This is an optimization exercise on Yosys and OpenROAD, whose aim is small area, a short achievable clock period and few clock cycles per item, not a production implementation. Only the layout flow was run in this run; the RTL was not checked for function there.

--- design.v ---
package qr_pkg;
endpackage
`timescale 1ns/10ps
module qr_cordic_top (
	input  logic               clk,
	input  logic               rst,
	input  logic               en,
	output logic               rd_a,
	output logic [1:0]         rd_a_row,
	output logic [0:0]         rd_a_col,
	input  logic signed [12:0] rd_a_data,
	output logic               wr_r,
	output logic [1:0]         wr_r_row,
	output logic [0:0]         wr_r_col,
	output logic signed [12:0] wr_r_data,
	output logic               valid
);
	logic          busy;
	logic [5:0]    cnt;
	logic [5:0]    nc;
	assign nc = cnt + 6'd1;
	logic          v_it, v_ld, r_it, r_ld, g_it, g_ld, yp_cap, yp_k;
	logic          ks_x1, ks_x2, ks_x3, ks_yp;  
	logic [2:0]    jv, jr, jg;          
	logic          w11, w12, w22;       
	always_ff @(posedge clk or posedge rst) begin
		if (rst) begin
			busy  <= 1'b0;
			cnt   <= '0;
			rd_a  <= 1'b0;
			wr_r  <= 1'b0;
			valid <= 1'b0;
		end else begin
			if (en) begin
				busy <= 1'b1;
				cnt  <= 6'd1;
			end else if (busy) begin
				busy <= cnt != 6'd41;
				cnt  <= nc;
			end
			rd_a  <= en || (busy && (nc == 6'd2 || nc == 6'd8 || nc == 6'd9 || nc == 6'd15 || nc == 6'd16 || nc == 6'd22 || nc == 6'd23));
			wr_r  <= busy && (nc == 6'd31 || nc == 6'd32 || nc == 6'd41);
			valid <= busy && (nc == 6'd41);
		end
	end
	always_ff @(posedge clk) begin
		v_it   <= busy && (nc == 6'd3 || nc == 6'd4 || nc == 6'd5 || nc == 6'd6 || nc == 6'd7 || nc == 6'd8 || nc == 6'd10 || nc == 6'd11 || nc == 6'd12 || nc == 6'd13 || nc == 6'd14 || nc == 6'd15 || nc == 6'd17 || nc == 6'd18 || nc == 6'd19 || nc == 6'd20 || nc == 6'd21 || nc == 6'd22 || nc == 6'd24 || nc == 6'd25 || nc == 6'd26 || nc == 6'd27 || nc == 6'd28 || nc == 6'd29);
		v_ld   <= busy && (nc == 6'd2 || nc == 6'd9 || nc == 6'd16 || nc == 6'd23);
		r_it   <= busy && (nc == 6'd4 || nc == 6'd5 || nc == 6'd6 || nc == 6'd7 || nc == 6'd8 || nc == 6'd9 || nc == 6'd11 || nc == 6'd12 || nc == 6'd13 || nc == 6'd14 || nc == 6'd15 || nc == 6'd16 || nc == 6'd18 || nc == 6'd19 || nc == 6'd20 || nc == 6'd21 || nc == 6'd22 || nc == 6'd23 || nc == 6'd25 || nc == 6'd26 || nc == 6'd27 || nc == 6'd28 || nc == 6'd29 || nc == 6'd30);
		r_ld   <= busy && (nc == 6'd3 || nc == 6'd10 || nc == 6'd17 || nc == 6'd24);
		g_it   <= busy && (nc == 6'd13 || nc == 6'd14 || nc == 6'd15 || nc == 6'd16 || nc == 6'd17 || nc == 6'd18 || nc == 6'd20 || nc == 6'd21 || nc == 6'd22 || nc == 6'd23 || nc == 6'd24 || nc == 6'd25 || nc == 6'd27 || nc == 6'd28 || nc == 6'd29 || nc == 6'd30 || nc == 6'd31 || nc == 6'd32 || nc == 6'd34 || nc == 6'd35 || nc == 6'd36 || nc == 6'd37 || nc == 6'd38 || nc == 6'd39);
		g_ld   <= busy && (nc == 6'd12 || nc == 6'd19 || nc == 6'd26 || nc == 6'd33);
		yp_cap <= busy && (nc == 6'd10 || nc == 6'd17 || nc == 6'd24 || nc == 6'd31);
		yp_k   <= busy && (nc == 6'd11 || nc == 6'd18 || nc == 6'd25 || nc == 6'd32);
		ks_x1  <= busy && (nc == 6'd9 || nc == 6'd16 || nc == 6'd23 || nc == 6'd30);
		ks_x2  <= busy && (nc == 6'd10 || nc == 6'd17 || nc == 6'd24 || nc == 6'd31);
		ks_x3  <= busy && (nc == 6'd19 || nc == 6'd26 || nc == 6'd33 || nc == 6'd40);
		ks_yp  <= busy && (nc == 6'd11 || nc == 6'd18 || nc == 6'd25 || nc == 6'd32);
		w11    <= busy && (nc == 6'd30);
		w12    <= busy && (nc == 6'd31);
		w22    <= busy && (nc == 6'd40);
		case (nc)
			6'd4: jv <= 3'd1;
			6'd5: jv <= 3'd2;
			6'd6: jv <= 3'd3;
			6'd7: jv <= 3'd4;
			6'd8: jv <= 3'd5;
			6'd11: jv <= 3'd1;
			6'd12: jv <= 3'd2;
			6'd13: jv <= 3'd3;
			6'd14: jv <= 3'd4;
			6'd15: jv <= 3'd5;
			6'd18: jv <= 3'd1;
			6'd19: jv <= 3'd2;
			6'd20: jv <= 3'd3;
			6'd21: jv <= 3'd4;
			6'd22: jv <= 3'd5;
			6'd25: jv <= 3'd1;
			6'd26: jv <= 3'd2;
			6'd27: jv <= 3'd3;
			6'd28: jv <= 3'd4;
			6'd29: jv <= 3'd5;
			default: jv <= 3'd0;
		endcase
		case (nc)
			6'd5: jr <= 3'd1;
			6'd6: jr <= 3'd2;
			6'd7: jr <= 3'd3;
			6'd8: jr <= 3'd4;
			6'd9: jr <= 3'd5;
			6'd12: jr <= 3'd1;
			6'd13: jr <= 3'd2;
			6'd14: jr <= 3'd3;
			6'd15: jr <= 3'd4;
			6'd16: jr <= 3'd5;
			6'd19: jr <= 3'd1;
			6'd20: jr <= 3'd2;
			6'd21: jr <= 3'd3;
			6'd22: jr <= 3'd4;
			6'd23: jr <= 3'd5;
			6'd26: jr <= 3'd1;
			6'd27: jr <= 3'd2;
			6'd28: jr <= 3'd3;
			6'd29: jr <= 3'd4;
			6'd30: jr <= 3'd5;
			default: jr <= 3'd0;
		endcase
		case (nc)
			6'd14: jg <= 3'd1;
			6'd15: jg <= 3'd2;
			6'd16: jg <= 3'd3;
			6'd17: jg <= 3'd4;
			6'd18: jg <= 3'd5;
			6'd21: jg <= 3'd1;
			6'd22: jg <= 3'd2;
			6'd23: jg <= 3'd3;
			6'd24: jg <= 3'd4;
			6'd25: jg <= 3'd5;
			6'd28: jg <= 3'd1;
			6'd29: jg <= 3'd2;
			6'd30: jg <= 3'd3;
			6'd31: jg <= 3'd4;
			6'd32: jg <= 3'd5;
			6'd35: jg <= 3'd1;
			6'd36: jg <= 3'd2;
			6'd37: jg <= 3'd3;
			6'd38: jg <= 3'd4;
			6'd39: jg <= 3'd5;
			default: jg <= 3'd0;
		endcase
		if (en) begin
			rd_a_row <= 2'd3;
			rd_a_col <= 1'b0;
		end else begin
			case (nc)
				6'd2: begin rd_a_row <= 2'd3; rd_a_col <= 1'b1; end
				6'd8: begin rd_a_row <= 2'd2; rd_a_col <= 1'b0; end
				6'd9: begin rd_a_row <= 2'd2; rd_a_col <= 1'b1; end
				6'd15: begin rd_a_row <= 2'd1; rd_a_col <= 1'b0; end
				6'd16: begin rd_a_row <= 2'd1; rd_a_col <= 1'b1; end
				6'd22: begin rd_a_row <= 2'd0; rd_a_col <= 1'b0; end
				6'd23: begin rd_a_row <= 2'd0; rd_a_col <= 1'b1; end
				default: begin rd_a_row <= 2'd3; rd_a_col <= 1'b0; end
			endcase
		end
	end
	logic signed [11:0] y1, x2, y2, y3, y3p, ain;
	logic        [10:0] x1, x3;
	logic signed [11:0] x1e, x3e;
	logic [1:0]        dq;    
	assign x1e = {1'b0, x1};
	assign x3e = {1'b0, x3};
	assign ain = rd_a_data[11:0];
	logic signed [11:0] kin, kout;
	assign kin = ({12{ks_x1}} & x1e) | ({12{ks_x2}} & x2) | ({12{ks_x3}} & x3e) | ({12{ks_yp}} & y3p);
	qr_kgain u_k (.v(kin), .k(kout));
	logic signed [11:0] vx[0:2], vy[0:2];
	logic [1:0] vd;
	assign vx[0] = x1e;
	assign vy[0] = y1;
	logic signed [11:0] rx[0:2], ry[0:2];
	logic [1:0] rd;
	assign rx[0] = x2;
	assign ry[0] = y2;
	logic signed [11:0] gx[0:2], gy[0:2];
	logic [1:0] gd;
	assign gx[0] = x3e;
	assign gy[0] = y3;
	logic signed [11:0] vsx0, vsy0;
	always_comb begin
		case (jv)
			3'd0: begin vsx0 = vx[0] >>> 0; vsy0 = vy[0] >>> 0; end
			3'd1: begin vsx0 = vx[0] >>> 2; vsy0 = vy[0] >>> 2; end
			3'd2: begin vsx0 = vx[0] >>> 4; vsy0 = vy[0] >>> 4; end
			3'd3: begin vsx0 = vx[0] >>> 6; vsy0 = vy[0] >>> 6; end
			3'd4: begin vsx0 = vx[0] >>> 8; vsy0 = vy[0] >>> 8; end
			3'd5: begin vsx0 = vx[0] >>> 10; vsy0 = vy[0] >>> 10; end
			default: begin vsx0 = vx[0]; vsy0 = vy[0]; end
		endcase
	end
	assign vd[0] = ~vy[0][11];
	qr_addsub u_vx0 (.a(vx[0]), .b(vsy0), .add(vd[0]),  .s(vx[1]));
	qr_addsub u_vy0 (.a(vy[0]), .b(vsx0), .add(~vd[0]), .s(vy[1]));
	logic signed [11:0] vsx1, vsy1;
	always_comb begin
		case (jv)
			3'd0: begin vsx1 = vx[1] >>> 1; vsy1 = vy[1] >>> 1; end
			3'd1: begin vsx1 = vx[1] >>> 3; vsy1 = vy[1] >>> 3; end
			3'd2: begin vsx1 = vx[1] >>> 5; vsy1 = vy[1] >>> 5; end
			3'd3: begin vsx1 = vx[1] >>> 7; vsy1 = vy[1] >>> 7; end
			3'd4: begin vsx1 = vx[1] >>> 9; vsy1 = vy[1] >>> 9; end
			3'd5: begin vsx1 = vx[1] >>> 11; vsy1 = vy[1] >>> 11; end
			default: begin vsx1 = vx[1]; vsy1 = vy[1]; end
		endcase
	end
	assign vd[1] = ~vy[1][11];
	qr_addsub u_vx1 (.a(vx[1]), .b(vsy1), .add(vd[1]),  .s(vx[2]));
	qr_addsub u_vy1 (.a(vy[1]), .b(vsx1), .add(~vd[1]), .s(vy[2]));
	logic signed [11:0] rsx0, rsy0;
	always_comb begin
		case (jr)
			3'd0: begin rsx0 = rx[0] >>> 0; rsy0 = ry[0] >>> 0; end
			3'd1: begin rsx0 = rx[0] >>> 2; rsy0 = ry[0] >>> 2; end
			3'd2: begin rsx0 = rx[0] >>> 4; rsy0 = ry[0] >>> 4; end
			3'd3: begin rsx0 = rx[0] >>> 6; rsy0 = ry[0] >>> 6; end
			3'd4: begin rsx0 = rx[0] >>> 8; rsy0 = ry[0] >>> 8; end
			3'd5: begin rsx0 = rx[0] >>> 10; rsy0 = ry[0] >>> 10; end
			default: begin rsx0 = rx[0]; rsy0 = ry[0]; end
		endcase
	end
	assign rd[0] = dq[0];
	qr_addsub u_rx0 (.a(rx[0]), .b(rsy0), .add(rd[0]),  .s(rx[1]));
	qr_addsub u_ry0 (.a(ry[0]), .b(rsx0), .add(~rd[0]), .s(ry[1]));
	logic signed [11:0] rsx1, rsy1;
	always_comb begin
		case (jr)
			3'd0: begin rsx1 = rx[1] >>> 1; rsy1 = ry[1] >>> 1; end
			3'd1: begin rsx1 = rx[1] >>> 3; rsy1 = ry[1] >>> 3; end
			3'd2: begin rsx1 = rx[1] >>> 5; rsy1 = ry[1] >>> 5; end
			3'd3: begin rsx1 = rx[1] >>> 7; rsy1 = ry[1] >>> 7; end
			3'd4: begin rsx1 = rx[1] >>> 9; rsy1 = ry[1] >>> 9; end
			3'd5: begin rsx1 = rx[1] >>> 11; rsy1 = ry[1] >>> 11; end
			default: begin rsx1 = rx[1]; rsy1 = ry[1]; end
		endcase
	end
	assign rd[1] = dq[1];
	qr_addsub u_rx1 (.a(rx[1]), .b(rsy1), .add(rd[1]),  .s(rx[2]));
	qr_addsub u_ry1 (.a(ry[1]), .b(rsx1), .add(~rd[1]), .s(ry[2]));
	logic signed [11:0] gsx0, gsy0;
	always_comb begin
		case (jg)
			3'd0: begin gsx0 = gx[0] >>> 0; gsy0 = gy[0] >>> 0; end
			3'd1: begin gsx0 = gx[0] >>> 2; gsy0 = gy[0] >>> 2; end
			3'd2: begin gsx0 = gx[0] >>> 4; gsy0 = gy[0] >>> 4; end
			3'd3: begin gsx0 = gx[0] >>> 6; gsy0 = gy[0] >>> 6; end
			3'd4: begin gsx0 = gx[0] >>> 8; gsy0 = gy[0] >>> 8; end
			3'd5: begin gsx0 = gx[0] >>> 10; gsy0 = gy[0] >>> 10; end
			default: begin gsx0 = gx[0]; gsy0 = gy[0]; end
		endcase
	end
	assign gd[0] = ~gy[0][11];
	qr_addsub u_gx0 (.a(gx[0]), .b(gsy0), .add(gd[0]),  .s(gx[1]));
	qr_addsub u_gy0 (.a(gy[0]), .b(gsx0), .add(~gd[0]), .s(gy[1]));
	logic signed [11:0] gsx1, gsy1;
	always_comb begin
		case (jg)
			3'd0: begin gsx1 = gx[1] >>> 1; gsy1 = gy[1] >>> 1; end
			3'd1: begin gsx1 = gx[1] >>> 3; gsy1 = gy[1] >>> 3; end
			3'd2: begin gsx1 = gx[1] >>> 5; gsy1 = gy[1] >>> 5; end
			3'd3: begin gsx1 = gx[1] >>> 7; gsy1 = gy[1] >>> 7; end
			3'd4: begin gsx1 = gx[1] >>> 9; gsy1 = gy[1] >>> 9; end
			3'd5: begin gsx1 = gx[1] >>> 11; gsy1 = gy[1] >>> 11; end
			default: begin gsx1 = gx[1]; gsy1 = gy[1]; end
		endcase
	end
	assign gd[1] = ~gy[1][11];
	qr_addsub u_gx1 (.a(gx[1]), .b(gsy1), .add(gd[1]),  .s(gx[2]));
	qr_addsub u_gy1 (.a(gy[1]), .b(gsx1), .add(~gd[1]), .s(gy[2]));
	always_ff @(posedge clk) begin
		dq <= vd;
		if (v_it) begin
			x1 <= vx[2][10:0];
			y1 <= vy[2];
		end else if (v_ld) begin
			x1 <= kout[10:0];
			y1 <= ain;
		end
		if (r_it) begin
			x2 <= rx[2];
			y2 <= ry[2];
		end else if (r_ld) begin
			x2 <= kout;
			y2 <= ain;
		end
		if (yp_cap) y3p <= y2;
		else if (yp_k) y3p <= kout;
		if (g_it) begin
			x3 <= gx[2][10:0];
			y3 <= gy[2];
		end else if (g_ld) begin
			x3 <= kout[10:0];
			y3 <= y3p;
		end
	end
	always_ff @(posedge clk) begin
		if (w11 || w12 || w22) wr_r_data <= 13'(kout);
		if (w11) begin
			wr_r_row <= 2'd0;
			wr_r_col <= 1'b0;
		end else if (w12) begin
			wr_r_row <= 2'd0;
			wr_r_col <= 1'b1;
		end else if (w22) begin
			wr_r_row <= 2'd1;
			wr_r_col <= 1'b1;
		end
	end
endmodule
module qr_kgain (
	input  logic signed [11:0] v,
	output logic signed [11:0] k
);
	logic signed [21:0] ve;
	logic signed [21:0] p;
	assign ve = v;
	assign p  = (ve <<< 9) + (ve <<< 7) - (ve <<< 4) - (ve <<< 1);
	assign k  = p[21:10];
endmodule
module qr_addsub (
	input  logic [11:0] a,
	input  logic [11:0] b,
	input  logic        add,
	output logic [11:0] s
);
	logic [11:0] bb, g, p;
	logic [11:0] gl [0:4];
	logic [11:0] pl [0:4];
	assign bb = add ? b : ~b;
	assign g  = a & bb;
	assign p  = a ^ bb;
	always_comb begin
		gl[0] = g;
		pl[0] = p;
		gl[0][0] = g[0] | (p[0] & ~add);
		for (int l = 0; l < 4; l++) begin
			gl[l+1] = gl[l];
			pl[l+1] = pl[l];
			for (int i = 0; i < 12; i++) begin
				if ((i >> l) & 1) begin
					gl[l+1][i] = gl[l][i] | (pl[l][i] & gl[l][((i >> l) << l) - 1]);
					pl[l+1][i] = pl[l][i] & pl[l][((i >> l) << l) - 1];
				end
			end
		end
	end
	assign s = p ^ {gl[4][10:0], ~add};
endmodule
--- flow/run.sh ---
#!/bin/bash
set -euo pipefail
bash standard.sh finish SETUP_SLACK_MARGIN=11 > orfs_flow.log 2>&1
--- standard.sh ---
#!/bin/bash
# synth_recipe.tcl (not shown) runs the flow's synth.tcl, then flattens the netlist and writes it again
# the make line also repeats each setting of config.mk as NAME=value (left out here)
make -C /OpenROAD-flow-scripts/flow DESIGN_CONFIG=/design/flow/config.mk WORK_HOME=/design/flow/orfs CLKGATE_MAP_FILE= SYNTH_SCRIPT=/design/flow/synth_recipe.tcl "${@:-finish}"
--- config.mk ---
export PLATFORM = sky130hd
export DESIGN_NAME = qr_cordic_top
export DESIGN_NICKNAME = qr_cordic_top
export VERILOG_FILES = /design/flow/design.v
export SDC_FILE = /design/flow/constraint.sdc
export NUM_CORES = 4
export LEC_CHECK = 0
export CAP_MARGIN = 20
export CORE_MARGIN = 2
export CORE_UTILIZATION = 40
export SLEW_MARGIN = 20
--- constraint.sdc ---
create_clock -name core_clock -period 17.0 [get_ports {clk}]
set_input_delay 3.4000 -clock core_clock [delete_from_list [all_inputs] [get_ports {clk}]]
set_output_delay 3.4000 -clock core_clock [all_outputs]
set_load 0.01 [all_outputs]
==> results.txt <==
==> repair_timing <==
item / in CTS / in global routing
gates resized for setup: 217 / 150
hold buffers: 0 / 0
cloned: 18 / 2
pin swaps: 98 / 93
buffers inserted: 154 / 78
endpoints found under the setup margin: 64 / 42
==> cell type report <==
type	instances	area, um2	area share
multi-input cells	1769	14800	0.627
flip-flops and latches	133	3690	0.156
repair buffers	310	3210	0.136
well taps	600	751	0.0318
clock buffers	26	589	0.0250
inverters	118	502	0.0213
clock inverters	6	47.5	0.00202
repair inverters	1	5.00	0.000212
==> critical path, delay by kind of cell (launching register included) <==
kind	cells	cell delay (ps)
xor+xnor	2	350
simple gates	9	1000
mux	2	660
fa+ha+maj	4	1460
flops	1	400
buf+inv	1	140
compound gates	11	2390
==> routing by layer <==
layer,wire length (um),vias to the layer above,GRT usage
li1,-,8205,-
met1,27300,8764,0.360
met2,31000,966,0.441
met3,5980,245,0.0493
met4,3530,2,0.134
met5,11,-,0
==> final timing paths <==
path | endpoint | cells past startpoint | startpoint | slack (ps)
worst max-delay path | x1[9] | 29 | jv[1] | 10330
worst min-delay path | wr_r_col | 1 | w11 | 470
worst max register to register | x1[9] | 29 | jv[1] | 10330
worst min register to register | wr_r_col | 1 | w11 | 470
max in group asynchronous | cnt[0] | 2 | rst | 13370
min in group asynchronous | wr_r | 2 | rst | 3350
==> metrics by stage <==
| step | utilization | setup WS [ps] |
|---|---|---|
| final | 0.523 | 10330 |
| after global routing | 0.523 | 10000 |
| after CTS | 0.495 | 10300 |
| after global placement | 0.422 | 9050 |
| after floorplan | - | 10460 |
| after detailed placement | 0.422 | 8950 |
==> sequential cells by signal, indices dropped and copies added, names as in the netlist, 2 cells and up <==
name       count
wr_r_data     12
x1            11
y1            12
rd_a_row       2
x2            12
dq             2
y2            12
jg             3
y3p           12
cnt            6
jr             3
y3            12
jv             3
x3            11
==> cells by family after synthesis <==
group / count (synthesis) / share of synthesized area
buffers and inverters: 250 / 0.0566
adders and majority gates: 208 / 0.170
other: 1 / 0.000207
and+or+nand+nor: 574 / 0.143
xor gates and xnor gates: 238 / 0.118
AOI/OAI and AO/OA: 633 / 0.236
DFF: 133 / 0.201
muxes: 114 / 0.0755
==> placed cells by master, fill, tap and decap left out, drive strengths merged, types with 11 or more instances in the layout <==
cell / synthesis / layout
fa: 65 / 65
xnor2: 165 / 165
a211oi: 34 / 34
dfxtp: 29 / 29
o21bai: 12 / 12
nor2: 181 / 181
mux2: 53 / 53
nand3: 40 / 40
xor2: 72 / 72
mux4: 13 / 13
and2: 17 / 17
a31oi: 15 / 15
nand2b: 16 / 16
ha: 140 / 140
inv: 115 / 112
o22ai: 37 / 37
clkbuf: 86 / 27
or3: 11 / 11
a21o: 42 / 42
a221oi: 30 / 30
clkdlybuf4s50: 0 / 35
nand2: 199 / 200
o211ai: 17 / 17
edfxtp: 94 / 94
o21a: 16 / 16
a21oi: 143 / 143
mux2i: 48 / 48
or2: 14 / 14
a22o: 12 / 12
nor2b: 20 / 20
nor3: 39 / 39
buf: 46 / 259
o21ai: 139 / 139
a22oi: 50 / 50
bufbuf: 0 / 15
==> results by group <==
Run status
  • Outcome: finished clean

STA
  • Slew @ Worst Pin: 1180 ps
  • TNS Setup: 0 ps
  • Slew Limit Fails: 0
  • Slew headroom: 0.206
  • Clock Skews: 17.1 ps
  • Max Fclk: 150 MHz
  • Worst hold slack: 468 ps
  • Final Hold Fails: 0
  • Unrepaired setup endpoints after global routing: true
  • Setup-failing EPs final: 0
  • Fin crit period: 6670 ps
  • Final Cycle Share: 0.392

Yosys
  • Synthesized area per cell: 8.44 um2
  • Synth cell count leaders: nand2_1, nor2_1, xnor2_1
  • Yosys cell types: 101
  • Synth Cell Area: 18,200 um2
  • Most used flip-flop cell after synthesis: edfxtp_1
  • Post-synth ARST share: 0.0752
  • Top cells by area, synth: edfxtp_1, ha_1, xnor2_1
  • Top cell type's share of synthesized area: 0.155
  • Cell with the most instances after synthesis: nand2_1
  • Post-synth EDFFs: 94
  • Syn Inst Count: 2,151
  • Syn nets: 2,372
  • Seq/Total Area, Yosys: 0.201
  • #FFs+latches synth: 133
  • Area leader, netlist: edfxtp_1
  • Yosys warns: 16

Clocking
  • Clock sinks: 133
  • CTS tree: done
  • Clk Latency, worst-skew pair: 430 ps
  • H-tree depth: 4
  • CTS max path bufs: 2
  • Worst-path clk slew: 60 ps
  • Root Buffer: clkbuf_16
  • Num CTS Buffers: 17

Setup path
  • Crit. End Element: register
  • CP peak stage delay: 410 ps
  • Required time worst endpoint: 17,170 ps
  • CP Launch Type: register
  • Crit Path Category: reg2reg
  • Slowest library cell on the worst path: a222oi_1
  • CP Max Fanout: 6
  • Cell repeated most along the worst path: fa_2
  • CP arrival: 6850 ps

Hold path
  • Worst Hold Class: reg2reg

Global route
  • Tot GR Track Use: 0.276
  • GR Overflow Total: 0
  • Initial antenna violation count: 1
  • Vias in the first global route: 17,300
  • First-pass GRT wire length: 101,000 um
  • Pin count of the biggest net entering global routing: 39

Routing
  • Vias post-DR: 18,200
  • Per-cell routed wire length: 22.9 um
  • Total Wirelength: 67,800 um
  • DRC: 0
  • Number of DRC markers in iteration 0: 1,907
  • Pre-antenna DRT Iters: 6
  • Vias per cell: 6.14
  • Final ANT Viol Nets: 0

Final layout
  • Finished Layout Cells: 2,963
  • Cell area after layout: 23,600 um2
  • N_diodes: 0
  • Area grow syn2layout: 29.9%
  • Fill count: 4,061
  • Fraction of layout cells with a size suffix above 1: 0.272
  • Final #Nets: 2,571

Die
  • Core Area: 45,100 um2
  • Die Ht: 217 um
  • Die W: 217 um
  • Num rows: 78
  • Initial Utilization: 0.403
  • Die area: 47,100 um2
  • Ports: 38

Placement
  • GP Congestion: 0.947
  • IO buf count: 35
  • Placed Area: 19,000 um2
  • Post-placement cell count: 2,679
  • HPWL Detailed: 45,000 um

Job
  • Max_cap viols: 0

afterwards: timing with drivers on the ports:
The flow's constraints put no driver on any port. The routed layout listed below was extracted and timed again, unchanged, in two steps.
Step 1 (the two cells are an assumption about what drives the block):
set clk [get_ports {clk}]
set_driving_cell -lib_cell sky130_fd_sc_hd__clkbuf_16 $clk
set_driving_cell -lib_cell sky130_fd_sc_hd__buf_2 [delete_from_list [all_inputs] $clk]
Step 2 adds t to the input delays and takes it off the output delays; t is the mean of the earliest and latest rising clock arrival at the registers after step 1. Input paths then give back, and output paths get back, about the clock's delay inside the block.
Slacks: ideal / step 1 / step 2; pairs: ideal / step 1.
t, ns: 0.463
slack for setup (ns): 10.328 / 10.328 / 10.328
hold WS [ns]: 0.468 / 0.468 / 0.468
pins driven straight from the clock port: 1
After both steps this run still meets setup and hold. For this run, drivers alone change the setup slack by 0.000 ns; drivers and shift together by 0.000 ns.
